Background: an optimization exercise with open tools, aiming at small area, a short achievable clock period and few clock cycles per item. Do not read the settings as production practice. Only simulation tests tie the RTL to the original design; equivalence was not proved. Power figures rest on the tool's default switching activity, not on a simulated workload.

==> trial 6 <==
// core_top
module core_top #(
    parameter logic [31:0] RESET_PC = '0
)(
    input  logic clk,
    input  logic arst_n,
    input  logic wb_ack_i,
    input  logic [31:0] wb_dat_i,
    output logic wb_cyc_o,
    output logic wb_stb_o,
    output logic [31:0] wb_adr_o,
    output logic retire_valid,
    output logic [31:0] retire_pc,
    output logic [4:0] retire_rd,
    output logic [31:0] retire_data
);
    logic        run;
    logic [31:0] fa;          
    logic [31:0] fa_nxt;
    logic [31:0] adr_q;       
    logic        spec;        
    logic        ack;
    logic        kill;        
    logic        accept;      
    assign wb_cyc_o = run;
    assign wb_stb_o = run;
    assign wb_adr_o = adr_q;
    assign ack = run & wb_ack_i;
    logic        ex_new;      
    logic [31:0] ex_pc;
    logic [31:0] ex_a;
    logic [31:0] ex_b;
    logic        ex_beq;
    logic        ex_bne;
    logic        ex_wr;       
    logic [4:0]  ex_rd;
    logic        ex_sub;
    logic        ex_add, ex_slt, ex_xor, ex_or, ex_and, ex_sll, ex_srl, ex_pass;
    logic        eq;
    logic        taken;
    logic [31:0] ex_alt;      
    logic        ex_pred;     
    logic        wrong;
    assign eq = (ex_a == ex_b);
    assign taken = (ex_beq & eq) | (ex_bne & ~eq);
    logic        mis;         
    assign wrong = taken ^ ex_pred;
    assign kill = spec & (ex_new ? wrong : mis);
    assign accept = ack & ~kill;
    logic [31:0] sa, ss;
    logic [32:0] ca, cs;
    logic        slt;
    logic [31:0] sh_out;
    logic [31:0] other;
    logic [31:0] alu;
    logic [31:0] alu_rf;
    pfx_add #(.W(32)) add_a (.a(ex_a), .b(ex_b), .ci(1'b0), .s(sa), .c(ca));
  ...
Settings: LEC_CHECK=0, CAP_MARGIN=20, CORE_MARGIN=2, CORE_UTILIZATION=55, PLACE_DENSITY=0.7, SETUP_SLACK_MARGIN=4.6, SLEW_MARGIN=20, SYNTH_HIERARCHICAL=1, SYNTH_MINIMUM_KEEP_SIZE=0, TNS_END_PERCENT=100; clock period 8.0 ns.
run.sh (not shown) runs the stock make flow with config.mk's settings and CLKGATE_MAP_FILE= SYNTH_SCRIPT=/design/flow/synth_recipe.tcl, a recipe that flattens the netlist after the stock synthesis.
==> build 24: changes against trial 6 <==
--- a/flow/design.v
+++ b/flow/design.v
@@ -117,47 +117,32 @@
     input  logic srl,
     output logic [31:0] y
 );
     assign y = ({32{sll}} & (a << sh)) | ({32{srl}} & (a >> sh));
 endmodule
-module slt_bit (
-    input  logic a31,
-    input  logic b31,
-    input  logic c31,
-    output logic y
-);
-    assign y = (a31 & ~b31) | (~(a31 ^ b31) & ~c31);
-endmodule
 module alu_fin (
-    input  logic [31:0] sa,       
-    input  logic [31:0] ss,       
-    input  logic slt,
+    input  logic [31:0] sum,
     input  logic add,
-    input  logic sub,
+    input  logic c31,
+    input  logic a31,
+    input  logic b31,
     input  logic slt_sel,
     input  logic [31:0] other,
     output logic [31:0] y
 );
-    assign y[31:1] = ({31{add}} & sa[31:1]) | ({31{sub}} & ss[31:1]) | other[31:1];
-    assign y[0] = (add & sa[0]) | (sub & ss[0]) | (slt_sel & slt) | other[0];
+    logic slt;
+    assign slt = (a31 & ~b31) | (~(a31 ^ b31) & ~c31);
+    assign y[31:1] = ({31{add}} & sum[31:1]) | other[31:1];
+    assign y[0] = (add & sum[0]) | (slt_sel & slt) | other[0];
 endmodule
-module byp_fin (
-    input  logic [31:0] sa,
-    input  logic [31:0] ss,
-    input  logic slt,
-    input  logic hit_add,
-    input  logic hit_sub,
-    input  logic hit_slt,
+module byp_mux (
+    input  logic [31:0] alu,
     input  logic hit,
-    input  logic [31:0] other,
     input  logic [31:0] rf,
     output logic [31:0] y
 );
-    logic [31:0] rest;
-    assign rest = hit ? other : rf;
-    assign y[31:1] = ({31{hit_add}} & sa[31:1]) | ({31{hit_sub}} & ss[31:1]) | rest[31:1];
-    assign y[0] = (hit_add & sa[0]) | (hit_sub & ss[0]) | (hit_slt & slt) | rest[0];
+    assign y = hit ? alu : rf;
 endmodule
 module pfx_inc #(
     parameter int W = 30
 )(
     input  logic [W - 1:0] x,
@@ -195,20 +180,10 @@
             end
         end
     end
     assign y = x ^ {t[L][W - 2:0], 1'b1};
 endmodule
-module csel #(
-    parameter int W = 19
-)(
-    input  logic s,
-    input  logic [W - 1:0] a,
-    input  logic [W - 1:0] b,
-    output logic [W - 1:0] y
-);
-    assign y = s ? a : b;
-endmodule
 module core_top #(
     parameter logic [31:0] RESET_PC = '0
 )(
     input  logic clk,
     input  logic arst_n,
@@ -253,30 +228,27 @@
     assign taken = (ex_beq & eq) | (ex_bne & ~eq);
     logic        mis;         
     assign wrong = taken ^ ex_pred;
     assign kill = spec & (ex_new ? wrong : mis);
     assign accept = ack & ~kill;
-    logic [31:0] sa, ss;
-    logic [32:0] ca, cs;
-    logic        slt;
+    logic [31:0] sum;
+    logic [31:0] alu;
+    logic [32:0] sum_c;
     logic [31:0] sh_out;
     logic [31:0] other;
-    logic [31:0] alu;
     logic [31:0] alu_rf;
-    pfx_add #(.W(32)) add_a (.a(ex_a), .b(ex_b), .ci(1'b0), .s(sa), .c(ca));
-    pfx_add #(.W(32)) add_s (.a(ex_a), .b(~ex_b), .ci(1'b1), .s(ss), .c(cs));
-    slt_bit slt_u (.a31(ex_a[31]), .b31(ex_b[31]), .c31(cs[31]), .y(slt));
+    pfx_add #(.W(32)) alu_add (.a(ex_a), .b(ex_b ^ {32{ex_sub}}), .ci(ex_sub), .s(sum), .c(sum_c));
     alu_shift alu_sh (.a(ex_a), .sh(ex_b[4:0]), .sll(ex_sll), .srl(ex_srl), .y(sh_out));
     assign other = ({32{ex_xor}} & (ex_a ^ ex_b))
                  | ({32{ex_or}}  & (ex_a | ex_b))
                  | ({32{ex_and}} & (ex_a & ex_b))
                  | ({32{ex_pass}} & ex_b)
                  | sh_out;
-    alu_fin alu_fin_o (.sa(sa), .ss(ss), .slt(slt), .add(ex_add), .sub(ex_sub), .slt_sel(ex_slt),
-                       .other(other), .y(alu));
-    alu_fin alu_fin_r (.sa(sa), .ss(ss), .slt(slt), .add(ex_add), .sub(ex_sub), .slt_sel(ex_slt),
-                       .other(other), .y(alu_rf));
+    alu_fin alu_fin_o (.sum(sum), .add(ex_add), .c31(sum_c[31]), .a31(ex_a[31]), .b31(ex_b[31]),
+                       .slt_sel(ex_slt), .other(other), .y(alu));
+    alu_fin alu_fin_r (.sum(sum), .add(ex_add), .c31(sum_c[31]), .a31(ex_a[31]), .b31(ex_b[31]),
+                       .slt_sel(ex_slt), .other(other), .y(alu_rf));
     logic [31:0] regs [1:31];
     logic [31:1] wsel;
     always_ff @(posedge clk) begin
         for (int r = 1; r < 32; r++) begin
             if (wsel[r]) begin
@@ -293,10 +265,11 @@
     logic        op_ok, opi_ok, we;
     logic [31:0] imm_i, imm_u;
     logic [12:0] imm_b;
     logic [13:0] tgt_c;
     logic [31:0] rf1, rf2, a_val, b_val;
+    logic [31:0] tgt;
     assign w = wb_dat_i;
     assign opc = w[6:0];
     assign f3 = w[14:12];
     assign f7 = w[31:25];
     assign rd = w[11:7];
@@ -319,13 +292,14 @@
     pfx_add #(.W(13)) tgt_add (.a(fa[12:0]), .b(imm_b), .ci(1'b0), .s(tgt_lo[12:0]), .c(tgt_c));
     assign tgt_lo[13] = tgt_c[13];
     pfx_inc #(.W(19)) fa_hi_i (.x(fa[31:13]), .y(fa_hi_inc));
     pfx_dec #(.W(19)) fa_hi_d (.x(fa[31:13]), .y(fa_hi_dec));
     pfx_inc #(.W(30)) fa4_inc (.x(fa[31:2]), .y(fa4_hi));
-    logic [18:0] x1, x0;
-    assign x1 = imm_b[12] ? fa[31:13] : fa_hi_inc;
-    assign x0 = imm_b[12] ? fa_hi_dec : fa[31:13];
+    assign tgt[12:0] = tgt_lo[12:0];
+    assign tgt[31:13] = (tgt_lo[13] & ~imm_b[12]) ? fa_hi_inc
+                      : (~tgt_lo[13] & imm_b[12]) ? fa_hi_dec
+                      : fa[31:13];
     always_comb begin
         rf1 = '0;
         rf2 = '0;
         for (int r = 1; r < 32; r++) begin
             rf1 = rf1 | ({32{rs1 == 5'(r)}} & regs[r]);
@@ -334,68 +308,55 @@
     end
     logic byp;
     assign byp = ex_new & ex_wr;
     logic [31:0] rf2i;
     assign rf2i = is_lui ? imm_u : is_opi ? imm_i : rf2;
-    logic hit1, hit2;
-    assign hit1 = byp && ex_rd == rs1;
-    assign hit2 = byp && ex_rd == rs2 && !is_lui && !is_opi;
-    byp_fin byp_a (.sa(sa), .ss(ss), .slt(slt), .hit_add(hit1 & ex_add), .hit_sub(hit1 & ex_sub),
-                   .hit_slt(hit1 & ex_slt), .hit(hit1), .other(other), .rf(rf1), .y(a_val));
-    byp_fin byp_b (.sa(sa), .ss(ss), .slt(slt), .hit_add(hit2 & ex_add), .hit_sub(hit2 & ex_sub),
-                   .hit_slt(hit2 & ex_slt), .hit(hit2), .other(other), .rf(rf2i), .y(b_val));
+    byp_mux byp_a (.alu(alu), .hit(byp && ex_rd == rs1), .rf(rf1), .y(a_val));
+    byp_mux byp_b (.alu(alu), .hit(byp && ex_rd == rs2 && !is_lui && !is_opi), .rf(rf2i), .y(b_val));
     always_ff @(posedge clk or negedge arst_n) begin
         if (!arst_n) begin
             run <= 1'b0;
             fa <= RESET_PC;
             spec <= 1'b0;
             ex_new <= 1'b0;
         end else begin
             run <= 1'b1;
             ex_new <= accept;
-            fa <= fa_nxt;
             if (ack) begin
                 spec <= accept & is_br;
+                fa <= fa_nxt;
             end
         end
     end
-    logic [31:0] fa4;
-    logic [18:0] fh1, fh0, ah1, ah0;
-    logic [12:0] fl_other, al_other;
-    logic [31:0] alt_nxt;
-    assign fa4 = {fa4_hi, fa[1:0]};
-    assign fh1 = !ack ? fa[31:13] : kill ? ex_alt[31:13] : pred ? x1 : fa4[31:13];
-    assign fh0 = !ack ? fa[31:13] : kill ? ex_alt[31:13] : pred ? x0 : fa4[31:13];
-    assign fl_other = !ack ? fa[12:0] : kill ? ex_alt[12:0] : fa4[12:0];
-    csel #(.W(19)) fa_hi_sel (.s(tgt_lo[13]), .a(fh1), .b(fh0), .y(fa_nxt[31:13]));
-    csel #(.W(13)) fa_lo_sel (.s(ack & ~kill & pred), .a(tgt_lo[12:0]), .b(fl_other), .y(fa_nxt[12:0]));
-    assign ah1 = !ack ? ex_alt[31:13] : pred ? fa4[31:13] : x1;
-    assign ah0 = !ack ? ex_alt[31:13] : pred ? fa4[31:13] : x0;
-    assign al_other = !ack ? ex_alt[12:0] : fa4[12:0];
-    csel #(.W(19)) alt_hi_sel (.s(tgt_lo[13]), .a(ah1), .b(ah0), .y(alt_nxt[31:13]));
-    csel #(.W(13)) alt_lo_sel (.s(ack & ~pred), .a(tgt_lo[12:0]), .b(al_other), .y(alt_nxt[12:0]));
+    assign fa_nxt = kill ? ex_alt : pred ? tgt : {fa4_hi, fa[1:0]};
     always_ff @(posedge clk) begin
-        adr_q <= fa_nxt;
-        ex_alt <= alt_nxt;
+        if (!run) begin
+            adr_q <= RESET_PC;
+        end else if (ack) begin
+            adr_q <= fa_nxt;
+        end
     end
     always_ff @(posedge clk) begin
         if (ex_new) begin
             mis <= wrong;
         end
     end
     always_ff @(posedge clk) begin
-        ex_pc <= fa;
+        if (ack) begin
+            ex_pc <= fa;
+            ex_alt <= pred ? {fa4_hi, fa[1:0]} : tgt;
+        end
     end
     always_ff @(posedge clk) begin
         ex_a <= a_val;
         ex_b <= b_val;
         ex_beq <= is_br & ~f3[0];
         ex_bne <= is_br & f3[0];
         ex_wr <= we & (rd != 5'd0);
         ex_rd <= rd;
-        ex_sub <= ~is_lui & (f3 == 3'd0) & is_op & f7[5];
-        ex_add <= ~is_lui & (f3 == 3'd0) & ~(is_op & f7[5]);
+        ex_sub <= (is_op & f7[5]) | (f3 == 3'd2);
+        ex_add <= ~is_lui & (f3 == 3'd0);
         ex_slt <= ~is_lui & (f3 == 3'd2);
         ex_xor <= ~is_lui & (f3 == 3'd4);
         ex_or  <= ~is_lui & (f3 == 3'd6);
         ex_and <= ~is_lui & (f3 == 3'd7);
         ex_sll <= ~is_lui & (f3 == 3'd1);
--- a/flow/config.mk
+++ b/flow/config.mk
@@ -5,12 +5,11 @@
 export SDC_FILE = /design/flow/constraint.sdc
 export NUM_CORES = 4
 export LEC_CHECK = 0
 export CAP_MARGIN = 20
 export CORE_MARGIN = 2
-export CORE_UTILIZATION = 55
-export PLACE_DENSITY = 0.7
+export CORE_UTILIZATION = 45
 export SETUP_SLACK_MARGIN = 4.6
 export SLEW_MARGIN = 20
 export SYNTH_HIERARCHICAL = 1
 export SYNTH_MINIMUM_KEEP_SIZE = 0
 export TNS_END_PERCENT = 100
==> build 85: changes against trial 6 <==
--- a/flow/config.mk
+++ b/flow/config.mk
@@ -5,12 +5,11 @@
 export SDC_FILE = /design/flow/constraint.sdc
 export NUM_CORES = 4
 export LEC_CHECK = 0
 export CAP_MARGIN = 20
 export CORE_MARGIN = 2
-export CORE_UTILIZATION = 55
-export PLACE_DENSITY = 0.7
+export CORE_UTILIZATION = 45
 export SETUP_SLACK_MARGIN = 4.6
 export SLEW_MARGIN = 20
 export SYNTH_HIERARCHICAL = 1
 export SYNTH_MINIMUM_KEEP_SIZE = 0
 export TNS_END_PERCENT = 100
==> notes <==
Of build 85 and build 24, build 85 has the higher setup slack (gap 0.12 ns). Combinational power: build 85 is higher than build 24 (40%). In build 24 the final cell count is smaller than in build 85, by 8.6%. In sequential power, build 24 and build 85 hardly differ. Of build 24 and build 85, build 85 has the higher power (gap 8.3%, measured against build 85). Of build 24 and build 85, build 85 has the higher final area (gap about 5.6%, measured against build 85). Against build 24, the fmax of build 85 is higher by about 3.4%. Build 24 went through all stages and came out clean. Build 85 produced a layout that fails on capacitance limit, slew limit. Trial 6 failed in 5_1_grt on GRT-0232. Worst hold slack is about the same in build 85 and build 24. Sequential cell count is the same in build 24 and build 85. Of build 85 and build 24, build 85 has the higher clock power (gap about 1%, measured against build 24). Clock skew: build 85 is lower than build 24 (0.012 ns).
Testbench counts of trial 6, summed over its fixed seeds: cycles 56,841, items 38,400.
Testbench counts of build 24, summed over its fixed seeds: cycles 56,841, items 38,400.
Testbench counts of build 85, summed over its fixed seeds: cycles 56,841, items 38,400.

[what the ideal ports hide]
In the flow no input, the clock included, has a driving cell. The finished layouts below were timed again as built, in two steps. Step 1 sets driving cells, clkbuf_16 on the clock port and buf_2 on the other inputs (assumed; they add their load-dependent delay and slew). Step 2 adds t to the input delays and takes it off the output delays; t is the mean of the earliest and latest rising clock arrival at the registers after step 1. Input paths then give back, and output paths get back, about the clock's delay inside the block. Slacks: ideal / step 1 / step 2; pairs: ideal / step 1.
| run | t, ns | setup WS [ns] | hold WS [ns] | latest minus earliest clock arrival (ns) | worst data-port slew with drivers (ns) |
|---|---|---|---|---|---|
| build 24 | 0.871 | 4.293 / 4.244 / 3.373 | 0.323 / 0.323 / 0.323 | 0.065 / 0.065 | 0.16 |
| build 85 | 0.885 | 4.414 / 4.364 / 3.479 | 0.323 / 0.323 / 0.323 | 0.052 / 0.053 | 0.19 |
The setup slack of build 85, which loses most, moves by -0.050 ns with the drivers and by -0.935 ns with both steps.
